Source: an optimization exercise on an open RTL-to-GDS flow (aim: small area, a short achievable clock period and few clock cycles per item). Production flows keep margins and buffers that such runs may drop.
Function was checked by simulation only, so behaviour that the tests miss may differ from the original.
Power figures rest on the tool's default switching activity, not on a simulated workload.

$ cat design/flow/config.mk
export PLATFORM = sky130hd
export DESIGN_NAME = cuckoo_insert_ctrl
export DESIGN_NICKNAME = cuckoo_insert_ctrl
export VERILOG_FILES = /design/flow/design.v
export SDC_FILE = /design/flow/constraint.sdc
export NUM_CORES = 4
export LEC_CHECK = 0
export CAP_MARGIN = 20
export CORE_MARGIN = 2
export CORE_UTILIZATION = 40
export SLEW_MARGIN = 20
$ cat design/flow/constraint.sdc
create_clock -name core_clock -period 7.0 [get_ports {clk}]
set_input_delay 1.4000 -clock core_clock [delete_from_list [all_inputs] [get_ports {clk}]]
set_output_delay 1.4000 -clock core_clock [all_outputs]
set_load 0.01 [all_outputs]
$ cat design/flow/design.v
package cuckoo_pkg;
  localparam int DATA_W_DEF    = 32;
  localparam int IDX_W_DEF     = 5;
  localparam int MAX_KICKS_DEF = 16;
  localparam logic [1:0] ST_OK   = 2'b00;
  localparam logic [1:0] ST_DUP  = 2'b01;
  localparam logic [1:0] ST_FAIL = 2'b10;
  typedef enum logic [1:0] {S_IDLE, S_PROBE, S_DONE} state_t;
endpackage
module cuckoo_table
#(
  parameter int DATA_W = cuckoo_pkg::DATA_W_DEF,
  parameter int IDX_W  = cuckoo_pkg::IDX_W_DEF
) (
  input  logic              clk,
  input  logic              rst,
  input  logic              clr,
  input  logic              we,
  input  logic [IDX_W-1:0]  wr_idx,
  input  logic [DATA_W-1:0] wr_key,
  input  logic [IDX_W-1:0]  wr_alt,
  input  logic [IDX_W-1:0]  rd_idx,
  output logic              rd_valid,
  output logic [DATA_W-1:0] rd_key,
  output logic [IDX_W-1:0]  rd_alt
);
  localparam int DEPTH = 2 ** IDX_W;
  localparam int EW    = DATA_W + IDX_W;
  logic [DEPTH-1:0] valid;
  logic [EW-1:0]    mem [DEPTH];
  always_ff @(posedge clk) begin
    if (rst || clr) valid <= '0;
    else if (we)    valid[wr_idx] <= 1'b1;
  end
  always_ff @(posedge clk) begin
    if (we) mem[wr_idx] <= {wr_key, wr_alt};
  end
  logic [DEPTH-1:0] rsel;
  logic [EW-1:0]    rdata;
  logic             rvalid;
  always_comb begin
    rdata  = '0;
    rvalid = 1'b0;
    for (int j = 0; j < DEPTH; j++) begin
      rsel[j] = (rd_idx == IDX_W'(j));
      rdata   = rdata | ({EW{rsel[j]}} & mem[j]);
      rvalid  = rvalid | (rsel[j] & valid[j]);
    end
  end
  assign rd_valid         = rvalid;
  assign {rd_key, rd_alt} = rdata;
endmodule
module cuckoo_insert_ctrl
#(
  parameter int DATA_W    = cuckoo_pkg::DATA_W_DEF,
  parameter int IDX_W     = cuckoo_pkg::IDX_W_DEF,
  parameter int MAX_KICKS = cuckoo_pkg::MAX_KICKS_DEF
) (
  input  logic              clk,
  input  logic              rst,
  input  logic              req_valid,
  output logic              req_ready,
  input  logic [DATA_W-1:0] req_key,
  input  logic [IDX_W-1:0]  req_idx1,
  input  logic [IDX_W-1:0]  req_idx2,
  input  logic              clear,
  output logic              done_valid,
  output logic [1:0]        done_status,
  output logic [IDX_W:0]    done_kicks,
  output logic [DATA_W-1:0] orphan_key,
  output logic [IDX_W+1:0]  occupancy,
  input  logic              rd_tbl,
  input  logic [IDX_W-1:0]  rd_idx,
  output logic              rd_valid,
  output logic [DATA_W-1:0] rd_key
);
  localparam logic [IDX_W:0] KMAX = MAX_KICKS[IDX_W:0];
  logic                busy;      
  logic                side;      
  logic [DATA_W-1:0]   c_key;
  logic [IDX_W-1:0]    c_idx1, c_idx2;
  logic [IDX_W:0]      kicks;
  logic                t1_v, t2_v;
  logic [DATA_W-1:0]   t1_k, t2_k;
  logic [IDX_W-1:0]    t1_alt, t2_alt;
  logic [IDX_W-1:0]    a1, a2;
  logic                first, dup, tgt_v, fail, fin, accept, tbl_clr;
  logic                we1, we2;
  assign a1 = busy ? c_idx1 : rd_idx;
  assign a2 = busy ? c_idx2 : rd_idx;
  cuckoo_table #(.DATA_W(DATA_W), .IDX_W(IDX_W)) u_t1 (
    .clk(clk), .rst(rst), .clr(tbl_clr), .we(we1),
    .wr_idx(c_idx1), .wr_key(c_key), .wr_alt(c_idx2),
    .rd_idx(a1), .rd_valid(t1_v), .rd_key(t1_k), .rd_alt(t1_alt)
  );
  cuckoo_table #(.DATA_W(DATA_W), .IDX_W(IDX_W)) u_t2 (
    .clk(clk), .rst(rst), .clr(tbl_clr), .we(we2),
    .wr_idx(c_idx2), .wr_key(c_key), .wr_alt(c_idx1),
    .rd_idx(a2), .rd_valid(t2_v), .rd_key(t2_k), .rd_alt(t2_alt)
  );
  assign rd_valid = rd_tbl ? t2_v : t1_v;
  assign rd_key   = rd_tbl ? t2_k : t1_k;
  assign first = (kicks == '0);
  assign dup   = first && ((t1_v && t1_k == c_key) || (t2_v && t2_k == c_key));
  assign tgt_v = side ? t2_v : t1_v;
  assign fail  = tgt_v && (kicks == KMAX);
  assign fin   = dup || !tgt_v || fail;
  assign we1 = busy && !side && !dup && !fail;
  assign we2 = busy && side;
  assign tbl_clr   = clear && !busy;
  assign req_ready = !rst && !clear && (!busy || (fin && !fail));
  assign accept    = req_valid && req_ready;
  assign orphan_key = c_key;
  always_ff @(posedge clk) begin
    if (rst) begin
      busy       <= 1'b0;
      done_valid <= 1'b0;
      occupancy  <= '0;
    end else begin
      done_valid <= busy && fin;
      if (tbl_clr) occupancy <= '0;
      else if (busy && !tgt_v && !dup) occupancy <= occupancy + 1'b1;
      if (accept) busy <= 1'b1;
      else if (fin) busy <= 1'b0;
    end
  end
  always_ff @(posedge clk) begin
    if (busy && fin) begin
      done_status <= dup ? cuckoo_pkg::ST_DUP : (fail ? cuckoo_pkg::ST_FAIL : cuckoo_pkg::ST_OK);
      done_kicks  <= dup ? '0 : kicks;
    end
  end
  always_ff @(posedge clk) begin
    if (accept) begin
      c_key  <= req_key;
      c_idx1 <= req_idx1;
      c_idx2 <= req_idx2;
      side   <= 1'b0;
      kicks  <= '0;
    end else if (busy && !fin) begin
      if (side) begin
        c_key  <= t2_k;
        c_idx1 <= t2_alt;
      end else begin
        c_key  <= t1_k;
        c_idx2 <= t1_alt;
      end
      side  <= !side;
      kicks <= kicks + 1'b1;
    end
  end
endmodule
$ cat design/flow/run.sh
#!/bin/bash
# synth_recipe.tcl (not shown) runs the flow's synth.tcl, then flattens the netlist and writes it again
# the make line also repeats each setting of config.mk as NAME=value (left out here)
make -C /OpenROAD-flow-scripts/flow DESIGN_CONFIG=/design/flow/config.mk WORK_HOME=/design/flow/orfs CLKGATE_MAP_FILE= SYNTH_SCRIPT=/design/flow/synth_recipe.tcl finish
==> summary.txt <==
-- sequential cells by signal, indices dropped and copies added, names as in the netlist --
name         cells
u_t1.mem      1184
kicks            6
occupancy        7
busy             1
done_valid       1
u_t2.mem      1184
c_idx1           5
u_t1.valid      32
c_idx2           5
u_t2.valid      32
side             1
done_kicks       6
c_key           32
done_status      2
-- layer usage --
layer | part of all wire (%) | global-route usage (%) | vias up | routed length, um
li1 | - | - | 28227 | -
met1 | 36 | 46.87 | 37321 | 159200
met5 | 0.018 | 0 | - | 80
met4 | 6.9 | 18.93 | 10 | 30840
met3 | 16 | 11.46 | 1332 | 72330
met2 | 41 | 49.70 | 7201 | 185700
-- cell usage after synthesis (14+ instances only) --
library cell | count | area (um^2)
edfxtp_1 | 2418 | 72610
a22oi_1 | 432 | 3243
o21ai_0 | 373 | 1867
clkbuf_1 | 274 | 1028
nand2_1 | 264 | 991.0
a21oi_1 | 232 | 1161
nor2_1 | 190 | 713.2
a22o_1 | 153 | 1340
a222oi_1 | 118 | 1181
o22ai_1 | 118 | 738.2
nand3_1 | 103 | 515.5
buf_2 | 102 | 510.5
nor3_1 | 83 | 415.4
a221oi_1 | 81 | 709.4
dfxtp_1 | 80 | 1602
nand4_1 | 80 | 500.5
and3_1 | 65 | 406.6
o221ai_1 | 60 | 525.5
a31oi_1 | 54 | 337.8
o211ai_1 | 51 | 382.9
a2111oi_0 | 50 | 437.9
buf_1 | 46 | 172.7
mux2i_1 | 42 | 420.4
a221o_1 | 41 | 410.4
a32o_1 | 39 | 390.4
inv_1 | 37 | 138.9
mux2_1 | 35 | 394.1
nor4_1 | 30 | 187.7
xnor2_1 | 26 | 227.7
and4_1 | 25 | 219.0
a32oi_1 | 24 | 210.2
xor2_1 | 21 | 183.9
o22a_1 | 20 | 175.2
or3_1 | 18 | 112.6
o2111ai_1 | 15 | 131.4
a211oi_1 | 14 | 105.1
and2_1 | 14 | 87.58
-- kinds of logic after synthesis --
logic type / after synthesis / synth area share [%]
compound gates: 2004 / 14.88
buf+inv: 475 / 2.028
fa+ha+maj: 11 / 0.1408
xor+xnor: 47 / 0.4212
mux: 87 / 0.9551
simple gates: 1020 / 5.646
flops: 2498 / 75.93
-- timing repair --
item	4_1_cts	5_1_grt
buffers inserted	47	49
endpoints found under the hold margin	0	0
hold buffers	0	0
pin swaps	45	58
gates cloned	2	6
resized for setup	143	106
setup endpoints to repair	1231	6
-- layout make-up --
type	instances	area, um^2	share of cell area (%)
Timing Repair Buffer	1505	14690	11.87
Clock buffer	306	6357	5.136
Multi-Input combinational cell	3169	23110	18.67
Sequential cell	2498	74220	59.96
Tap cell	3202	4006	3.237
Antenna cell	13	32.53	0.02628
Clock inverter	138	1207	0.9755
Inverter	41	153.9	0.1243
-- critical path, delay by kind of cell --
kind                   cells  cell delay [ns]
AND/OR/NAND/NOR            8             1.87
buffers and inverters      8             1.63
AO/OA/AOI/OAI              4             0.98
-- stage by stage --
stage                     util (%)  worst slack [ns]
after CTS                    50.53           -0.4415
after floorplan                  -            0.4626
after detailed placement     46.96            -1.779
after global placement       46.95            -1.780
final                        50.94           -0.3152
after global routing         50.93           -0.2700
-- power by group --
group / leakage [nW] / internal, mW / total (mW) / switching (mW)
clock network: 3.68 / 6.88 / 12.8 / 5.88
logic: 14.9 / 1.17 / 3.26 / 2.09
registers: 22.4 / 16.4 / 16.4 / 0.0251
-- final timing paths --
path | startpoint | end | slack (ns) | cells past startpoint
worst max-delay path | rd_idx[4] | req_ready | -0.32 | 20
worst min-delay path | u_t1.valid[24] | u_t1.valid[24] | 0.47 | 1
worst max register to register | busy | u_t1.mem[25][0] | 0.39 | 21
worst min register to register | u_t1.valid[24] | u_t1.valid[24] | 0.47 | 1
-- cells in the final DEF, fill, tap and decap left out, types with 52 or more instances in the layout --
cell type	n
clkdlybuf4s50_1	126
nand4_1	80
o221ai_1	59
buf_12	214
nor3_1	62
clkbuf_16	249
buf_4	1102
o22ai_1	118
a21oi_1	224
clkbuf_1	59
edfxtp_1	2418
nor2_1	143
clkinv_1	62
a221oi_1	74
o21ai_0	367
dfxtp_1	78
a222oi_1	118
a31oi_1	52
nand3_1	102
a22oi_1	402
nand2_1	251
a22o_1	151
==> results.py <==
metrics = {
    "timing": {
        "slew_headroom_pct": 16.77,
        "fin_ws_ns": -0.3152,
        "setup_viol": 1,
        "worst_slew_pin_slew_ns": 1.245,
        "layout_worst_path_cycle_share_pct": 104.5,
        "whs_ns": 0.4670,
        "setup_tns_ns": -0.3152,
        "slew_viol_final": 0,
        "final_hold_viol_count": 0,
        "fmax_ghz": 0.1367,
        "finalCriticalPeriod_ns": 7.315,
        "skew_ns": 0.05869,
        "grt_setup_unrepaired": "true",
    },
    "logic_synthesis": {
        "yosys_warnings": 2,
        "ys_seq_elements": 2498,
        "synth.avg_cell_area_um2": 15.91,
        "synthCells": 6142,
        "synth.distinct_cells": 104,
        "synth_seq_area_share_pct": 75.93,
        "syn_area_mm2": 0.09773,
        "synthArstFlopShare_pct": 0,
        "ys.flop_type": "edfxtp_1",
        "synth_edf_count": 2418,
        "synth_fp_nets": 6205,
    },
    "layout": {
        "area_growth_syn_to_layout_pct": 26.65,
        "drive_above_1_share_pct": 26.43,
        "fill_cells": 20111,
        "final_nets": 7519,
        "final_area_mm2": 0.1238,
        "finalNonFillerCells": 10872,
    },
    "placed_design": {
        "dpl.cell_count": 10318,
        "portBuffers": 133,
        "gp_congestion": 1.011,
        "placed_cell_area_mm2": 0.1141,
        "dp_hpwl_um": 292600,
    },
    "route": {
        "vias": 74091,
        "first_pass_iters": 9,
        "routed_wl_um": 448100,
        "via_per_inst": 6.815,
        "drc": 0,
        "drt.antenna.violating_nets": 0,
        "drtIter0Drc": 16470,
        "wl_per_cell_um": 41.21,
    },
    "grt": {
        "grt_pass1_vias": 68149,
        "grt_util_all_layers_pct": 34.80,
        "grt_pass1_wl_um": 590700,
        "antenna_found_initial": 31,
        "grt_max_degree": 69,
        "overflow": 0,
    },
    "power": {
        "ir_drop_mv": 0.2929,
        "cellPowerDensity_mw_per_mm2": 262.0,
        "p_leak_nw": 41.04,
        "total_power_mw": 32.43,
    },
    "setup_path": {
        "cp_max_fo": 12,
        "path_cells": "buf_2 > buf_12 > buf_6 > nor4_2 > nor2_4 > buf_4 > buf_4 > buf_4 > a21oi_1 > a2111oi_1 > and4_4 > a21oi_1 > and4b_1 > nand4_1 > nor4_4 > buf_4 > a221o_1 > nor2_4 > nor3_2 > buf_2",
        "cp_slowest_cell": "a2111oi_1",
        "critPathLaunchType": "input port",
        "criticalPathCategory": "in2out",
        "worst_setup_path_end_kind": "primary output",
        "required_ns": 5.60,
        "slowest_delay_ns": 0.52,
        "critPathArrivalTime_ns": 5.92,
        "critPathMostFrequentCell": "buf_4",
    },
    "clock_network": {
        "clock_sinks": 2498,
        "clk_path_buf_depth": 3,
        "clockRootBuffer": "clkbuf_16",
        "cts.htree.levels": 4,
        "cts_buffers": 241,
        "cts_tree": "done",
        "clk_latency_ns": 0.95,
        "path_clk_slew_ns": 0.06,
    },
    "die": {
        "dieArea_mm2": 0.2483,
        "num_rows": 181,
        "chipHeight_um": 498.3,
        "die_w_um": 498.3,
        "core-area_mm2": 0.2430,
        "ios": 134,
        "start_util_pct": 40.22,
    },
    "min_path": {
        "hold_class": "reg2reg",
    },
    "flow_run": {
        "cap_violations": 0,
    },
    "outcome": {
        "so_faults": "setup timing",
        "outcome": "failed layout checks",
    },
}
Testbench counts, summed over its fixed seeds: cycles 5,068, items 2,535.

-- separate check: timing with driven ports --
How much do the figures lean on ideal ports? The routed layout below was timed once more, with nothing changed but the port constraints. Step 1 sets driving cells, clkbuf_16 on the clock port and buf_2 on the other inputs (assumed; they add their load-dependent delay and slew). Step 2, shift: input delay + t, output delay - t, t = (earliest + latest rising clock arrival at the registers) / 2. This alone moves slack from input paths to output paths. a / b / c = ideal / step 1 / step 2; a / b = the first two.
shift t [ns]: 1.026
setup slack, ns: -0.315 / -0.346 / -0.649
cell pins on the clock port's net: 1
For this run, drivers alone change the setup slack by -0.031 ns; drivers and shift together by -0.334 ns.
